What follows belongs to an exercise in optimizing a design on an open flow for small area and a short achievable clock period; a production flow would make more cautious choices. Function was checked by simulation only, so behaviour that the tests miss may differ from the original.

==> flow/design.v (excerpt) <==
module muldiv_engine #(
    parameter int MULT_CYCLES = 5,
    parameter int DIV_CYCLES  = 10
) (
    input  logic        clk,
    input  logic        reset,
    input  logic        start,
    input  logic [2:0]  op,
    input  logic [31:0] d1,
    input  logic [31:0] d2,
    input  logic        flush,
    output logic        busy,
    output logic [31:0] hi,
    output logic [31:0] lo
);
Settings: LEC_CHECK=0, ABC_AREA=1, CAP_MARGIN=20, CORE_MARGIN=2, CORE_UTILIZATION=50, SLEW_MARGIN=20; clock period 130.0 ns.
run.sh (not shown) runs the stock make flow with config.mk's settings and CLKGATE_MAP_FILE= SYNTH_SCRIPT=/design/flow/synth_recipe.tcl, a recipe that flattens the netlist after the stock synthesis.
The first run produced a clean layout.
Edit:
==> flow/flow/run.sh (new file) <==
#!/bin/bash
# Standard ORFS layout, with plain buf_1 cells as the port buffers, the repair steps
# asked to leave setup slack to spare at the design's clock period, and larger clock
# sink clusters (fewer leaf clock buffers).
set -euo pipefail
export BUFFER_PORTS_ARGS="-buffer_cell sky130_fd_sc_hd__buf_1"
export SETUP_SLACK_MARGIN=102.8
export CTS_ARGS="-sink_clustering_enable -repair_clock_nets -dont_use_dummy_load -sink_clustering_size 30 -sink_clustering_max_diameter 150"
bash standard.sh finish > standard.log 2>&1
==> flow/standard.sh (new file) <==
#!/bin/bash
# synth_recipe.tcl (not shown) runs the flow's synth.tcl, then flattens the netlist and writes it again
# the make line also repeats each setting of config.mk as NAME=value (left out here)
make -C /OpenROAD-flow-scripts/flow DESIGN_CONFIG=/design/flow/config.mk WORK_HOME=/design/flow/orfs CLKGATE_MAP_FILE= SYNTH_SCRIPT=/design/flow/synth_recipe.tcl "${@:-finish}"
--- a/flow/config.mk
+++ b/flow/config.mk
@@ -11 +11 @@
-export CORE_UTILIZATION = 50
+export CORE_UTILIZATION = 60
removed: flow/run.sh
Effect: With this change the flow finished but failed the layout checks on capacitance limit, slew limit. Setup slack improved by 0.41 ns. Wire length went down by 1.3%. Register-to-register slack improved by 1.1 ns. Final cell count went down by 2.7%.
Edit:
--- a/flow/flow/run.sh
+++ b/flow/flow/run.sh
@@ -8 +8 @@
-export CTS_ARGS="-sink_clustering_enable -repair_clock_nets -dont_use_dummy_load -sink_clustering_size 30 -sink_clustering_max_diameter 150"
+export CTS_ARGS="-repair_clock_nets -dont_use_dummy_load"
--- a/flow/config.mk
+++ b/flow/config.mk
@@ -11 +11 @@
-export CORE_UTILIZATION = 60
+export CORE_UTILIZATION = 50
After rerunning: Now the flow finished with timing, DRC and antenna clean. Routed wire length increases by about 0.7%. Die area increases by 20%. Core utilization decreases by 11 points. Hold slack gets better by 0.0040 ns.
Edit:
==> flow/flow/run.sh (replaced) <==
#!/bin/bash
# Standard ORFS layout, with plain buf_1 cells as the port buffers, and the repair steps
# asked to leave setup slack to spare at the design's clock period.
set -euo pipefail
export BUFFER_PORTS_ARGS="-buffer_cell sky130_fd_sc_hd__buf_1"
export SETUP_SLACK_MARGIN=102.8
bash standard.sh finish > standard.log 2>&1
--- a/flow/config.mk
+++ b/flow/config.mk
@@ -11 +11 @@
-export CORE_UTILIZATION = 50
+export CORE_UTILIZATION = 55
After rerunning:
- With this change the flow reached the layout checks and failed them: capacitance limit, slew limit
- worst setup slack gains 0.039 ns
- count of clock-buffer cells in the layout does not change
- final cell count is lower slightly
- sequential share of layout area is lower by 0.20 points
- global-route usage rises by 3.5 points
- non-clock buffer count increases by 3
- utilization is higher by 6.7 points
- first-iteration DRC count grows by a quarter to a third
Edit:
==> flow/flow/run.sh (replaced) <==
#!/bin/bash
# Standard ORFS layout, with plain buf_1 cells as the port buffers, the repair steps
# asked to leave setup slack to spare at the design's clock period, and larger clock
# sink clusters (fewer leaf clock buffers).
set -euo pipefail
export BUFFER_PORTS_ARGS="-buffer_cell sky130_fd_sc_hd__buf_1"
export SETUP_SLACK_MARGIN=102.8
export CTS_ARGS="-sink_clustering_enable -repair_clock_nets -dont_use_dummy_load"
export REMOVE_ABC_BUFFERS=1
bash standard.sh finish > standard.log 2>&1
--- a/flow/config.mk
+++ b/flow/config.mk
@@ -11 +11 @@
-export CORE_UTILIZATION = 55
+export CORE_UTILIZATION = 50
Outcome:
- The new run passed the timing, DRC and antenna checks
- die area rises by 9.8%
- wire length drops by about 5%
- final area fell by 0.88%
- area after synthesis does not change
- global-route usage shrinks by 3.8 points
- utilization shrinks by 6.7 points
- via count falls by 3.8%
- non-clock buffer count shrinks by 2
Edit:
--- a/flow/flow/run.sh
+++ b/flow/flow/run.sh
@@ -8,2 +8 @@
-export CTS_ARGS="-sink_clustering_enable -repair_clock_nets -dont_use_dummy_load"
-export REMOVE_ABC_BUFFERS=1
+export CTS_ARGS="-sink_clustering_enable -repair_clock_nets -dont_use_dummy_load -sink_clustering_size 30 -sink_clustering_max_diameter 150"
What happened: Sequential share of layout area stays flat. Utilization is about the same. Critical path depth decreases by 1. Global-route usage increases by 0.33 points.

Another version of the RTL of muldiv_engine (not shown whole).
Size in the first run: roughly 2300 cells after synthesis, about 170 flip-flops, ~0.018 mm² of cells after synthesis.
make LEC_CHECK=0 CAP_MARGIN=20 CORE_MARGIN=2 CORE_UTILIZATION=40 SLEW_MARGIN=20 finish   # period 130.0 ns
Stock flow here: none of the scripts above is used.
The baseline finished with timing, DRC and antenna clean.
Edit:
==> flow/flow/run.sh (new file) <==
#!/bin/bash
# Standard ORFS layout, with plain buf_1 cells as the port buffers.
set -euo pipefail
export BUFFER_PORTS_ARGS="-buffer_cell sky130_fd_sc_hd__buf_1"
bash standard.sh finish > standard.log 2>&1
==> flow/standard.sh (new file) <==
#!/bin/bash
# synth_recipe.tcl (not shown) runs the flow's synth.tcl, then flattens the netlist and writes it again
# the make line also repeats each setting of config.mk as NAME=value (left out here)
make -C /OpenROAD-flow-scripts/flow DESIGN_CONFIG=/design/flow/config.mk WORK_HOME=/design/flow/orfs CLKGATE_MAP_FILE= SYNTH_SCRIPT=/design/flow/synth_recipe.tcl "${@:-finish}"
removed: flow/run.sh
Result: Wire length decreases by 0.32%. Via count decreases by 0.94%. Non-clock buffer count decreases by 2. Core utilization decreases by 2.0 points. Setup slack is better by 0.25 ns. Clock skew stays flat. Clock-buffer cell count increases by 1.

lane 1:
muldiv_engine, a different RTL version from the one above (not shown whole).
For scale: roughly 18,000 sq um of cells after synthesis.
Settings: LEC_CHECK=0, ABC_AREA=1, CAP_MARGIN=20, CORE_MARGIN=2, CORE_UTILIZATION=40, CTS_BUF_LIST=sky130_fd_sc_hd__clkbuf_8, SLEW_MARGIN=20; clock period 130.0 ns.
standard.sh (not shown) runs the stock make flow with config.mk's settings and CLKGATE_MAP_FILE= SYNTH_SCRIPT=/design/flow/synth_recipe.tcl, a recipe that flattens the netlist after the stock synthesis.
==> flow/flow/run.sh <==
#!/bin/bash
# Standard ORFS layout, with plain buf_1 cells as the port buffers, and the repair steps
# asked to leave setup slack to spare at the design's clock period.
set -euo pipefail
export BUFFER_PORTS_ARGS="-buffer_cell sky130_fd_sc_hd__buf_1"
export SETUP_SLACK_MARGIN=102.7
bash standard.sh finish > standard.log 2>&1
Setup changes, lane 1 to lane 2
Settings: CTS_BUF_LIST removed (was sky130_fd_sc_hd__clkbuf_8); CORE_UTILIZATION changed from 40 to 68.
--- a/flow/flow/run.sh
+++ b/flow/flow/run.sh
@@ -4,4 +4,4 @@
 set -euo pipefail
 export BUFFER_PORTS_ARGS="-buffer_cell sky130_fd_sc_hd__buf_1"
-export SETUP_SLACK_MARGIN=102.7
+export SETUP_SLACK_MARGIN=102.8
 bash standard.sh finish > standard.log 2>&1
Notes after the runs:
Against lane 1 as the reference, lane 2 delivers a higher final routed wire length divided by cell count.
The instance count after placement with tap cells included in lane 2 is 0.913 times that in lane 1.
As of lane 2, largest net degree at the start of global routing had fallen by a few percent compared to lane 1.
The final reports for lane 2 and lane 1 show met3 layer wire length in the routed design higher in the former.
Lane 1 -> lane 2: largest buffer count on any clock path delta 0, exact match
Relative to lane 2, the following input files were edited for lane 3:
Settings: CTS_BUF_LIST newly set to sky130_fd_sc_hd__clkbuf_8 sky130_fd_sc_hd__clkbuf_16; CORE_UTILIZATION changed from 68 to 40.
### Flow results
In the metrics for lane 2 and lane 3, the one carrying the lower arrival time at the worst endpoint is lane 3. Relative to lane 2, die area has increased by 68% in lane 3. Lane 3 vs lane 2, share of cell area taken by multi-input logic gates went down by 1.1 points. Via count, lane 2 and lane 3: larger value in lane 2. Core util | lane 3 vs lane 2 | lane 3 lower.
> inputs changed (lane 3 -> lane 4)
Settings: putting GPL_TIMING_DRIVEN at 0 where nothing was set; clearing CTS_BUF_LIST, which used to be sky130_fd_sc_hd__clkbuf_8 sky130_fd_sc_hd__clkbuf_16; swapping 40 for 55 in CORE_UTILIZATION.
==> comparison <==
- Lane 4: PASS, flow complete, no timing, DRC or antenna violations
- ~same area fraction in compound gates after synthesis in lane 3 and lane 4
- [diff] via count, lane 4 relative to lane 3: regression
- Against lane 3, lane 4 comes in 17 points higher on global-route usage.
- Against lane 3, worst reg2reg path depth in lane 4 rose slightly.
- Critical path class: in2reg -> lane 4, reg2out -> lane 3
- Final non-filler cell area, lane 3 and lane 4: larger value in lane 4
- Summary: with lane 3 as the reference, non-clock buffer instance count of the final layout in lane 4 moved up by more than half.

job 101:
muldiv_engine with an RTL version that a note above also has.
Size in the first run: roughly 180 flip-flops, ~140 I/O pins, about 0.017 sq mm of cells after synthesis.
export LEC_CHECK = 0
export ABC_AREA = 1
export CAP_MARGIN = 20
export CORE_MARGIN = 2
export CORE_UTILIZATION = 50
export SLEW_MARGIN = 20
create_clock -name core_clock -period 130.0 [get_ports {clk}]
==> flow/flow/run.sh <==
#!/bin/bash
# Standard ORFS layout, with plain buf_1 cells as the port buffers, the repair steps
# asked to leave setup slack to spare at the design's clock period, and larger clock
# sink clusters (fewer leaf clock buffers).
set -euo pipefail
export BUFFER_PORTS_ARGS="-buffer_cell sky130_fd_sc_hd__buf_1"
export SETUP_SLACK_MARGIN=102.8
export CTS_ARGS="-sink_clustering_enable -repair_clock_nets -dont_use_dummy_load -sink_clustering_size 50 -sink_clustering_max_diameter 250"
bash standard.sh finish > standard.log 2>&1
Job 101: PASS, flow complete, no timing, DRC or antenna violations
--- input diff job 101..job 102 ---
--- a/flow/flow/run.sh
+++ b/flow/flow/run.sh
@@ -5,5 +5,5 @@
 set -euo pipefail
 export BUFFER_PORTS_ARGS="-buffer_cell sky130_fd_sc_hd__buf_1"
-export SETUP_SLACK_MARGIN=102.8
-export CTS_ARGS="-sink_clustering_enable -repair_clock_nets -dont_use_dummy_load -sink_clustering_size 50 -sink_clustering_max_diameter 250"
+export SETUP_SLACK_MARGIN=102.9
+export CTS_ARGS="-sink_clustering_enable -repair_clock_nets -dont_use_dummy_load -sink_clustering_size 30 -sink_clustering_max_diameter 150"
 bash standard.sh finish > standard.log 2>&1
Relative to job 101, wire length has decreased by about 1% in job 102.
Job 102 -> job 101: die boundary width delta 0, exact match
Run comparison: job 101 critical setup path kind in -> reg; job 102 critical setup path kind reg -> out
Worst-case register-to-register setup slack, job 102 and job 101, higher one = job 102.
Synthesis-to-layout area growth: higher on job 102
Job 102 and job 101 ended up with nearly the same met3 track demand over resource in global routing.
Between job 102 and job 101, the difference in portion of the layout cell area used by clock cells is negligible.
Global-route wire length before repair is lower on job 102

## static timing again, ports no longer ideal
How much do the figures lean on ideal ports? The routed layouts below were timed once more, with nothing changed but the port constraints.
Step 1 sets driving cells, clkbuf_16 on the clock port and buf_2 on the other inputs (assumed; they add their load-dependent delay and slew).
Step 2 times the ports against the registers' clock, not the clock port: input delays grow and output delays shrink by t, the midpoint of the rising clock arrivals with the driver on.
Three values: no drivers, after step 1, after step 2; two values: the first two.
run | shift t [ns] | slack for setup (ns) | worst data-port slew with drivers (ns)
the first run of note 1 | 0.520 | 102.416 / 102.448 / 101.929 | 0.05
the second run of note 1 | 0.497 | 102.829 / 102.854 / 102.364 | 0.04
the third run of note 1 | 0.501 | 102.872 / 102.900 / 102.399 | 0.04
the fourth run of note 1 | 0.518 | 102.911 / 102.904 / 102.425 | 0.05
the fifth run of note 1 | 0.497 | 102.903 / 102.884 / 102.437 | 0.04
the sixth run of note 1 | 0.501 | 102.872 / 102.900 / 102.399 | 0.04
the first run of note 2 | 0.550 | 102.142 / 102.090 / 101.641 | 0.05
the second run of note 2 | 0.552 | 102.393 / 102.393 / 102.101 | 0.04
lane 1 | 0.615 | 102.804 / 102.756 / 102.354 | 0.04
lane 2 | 0.504 | 102.963 / 102.922 / 102.491 | 0.04
lane 3 | 0.548 | 102.893 / 102.840 / 102.514 | 0.04
lane 4 | 0.513 | 102.939 / 102.956 / 102.459 | 0.04
job 101 | 0.501 | 102.872 / 102.900 / 102.399 | 0.04
job 102 | 0.503 | 102.971 / 102.917 / 102.538 | 0.04
The setup slack of the first run of note 2, which loses most, moves by -0.052 ns with the drivers and by -0.501 ns with both steps.
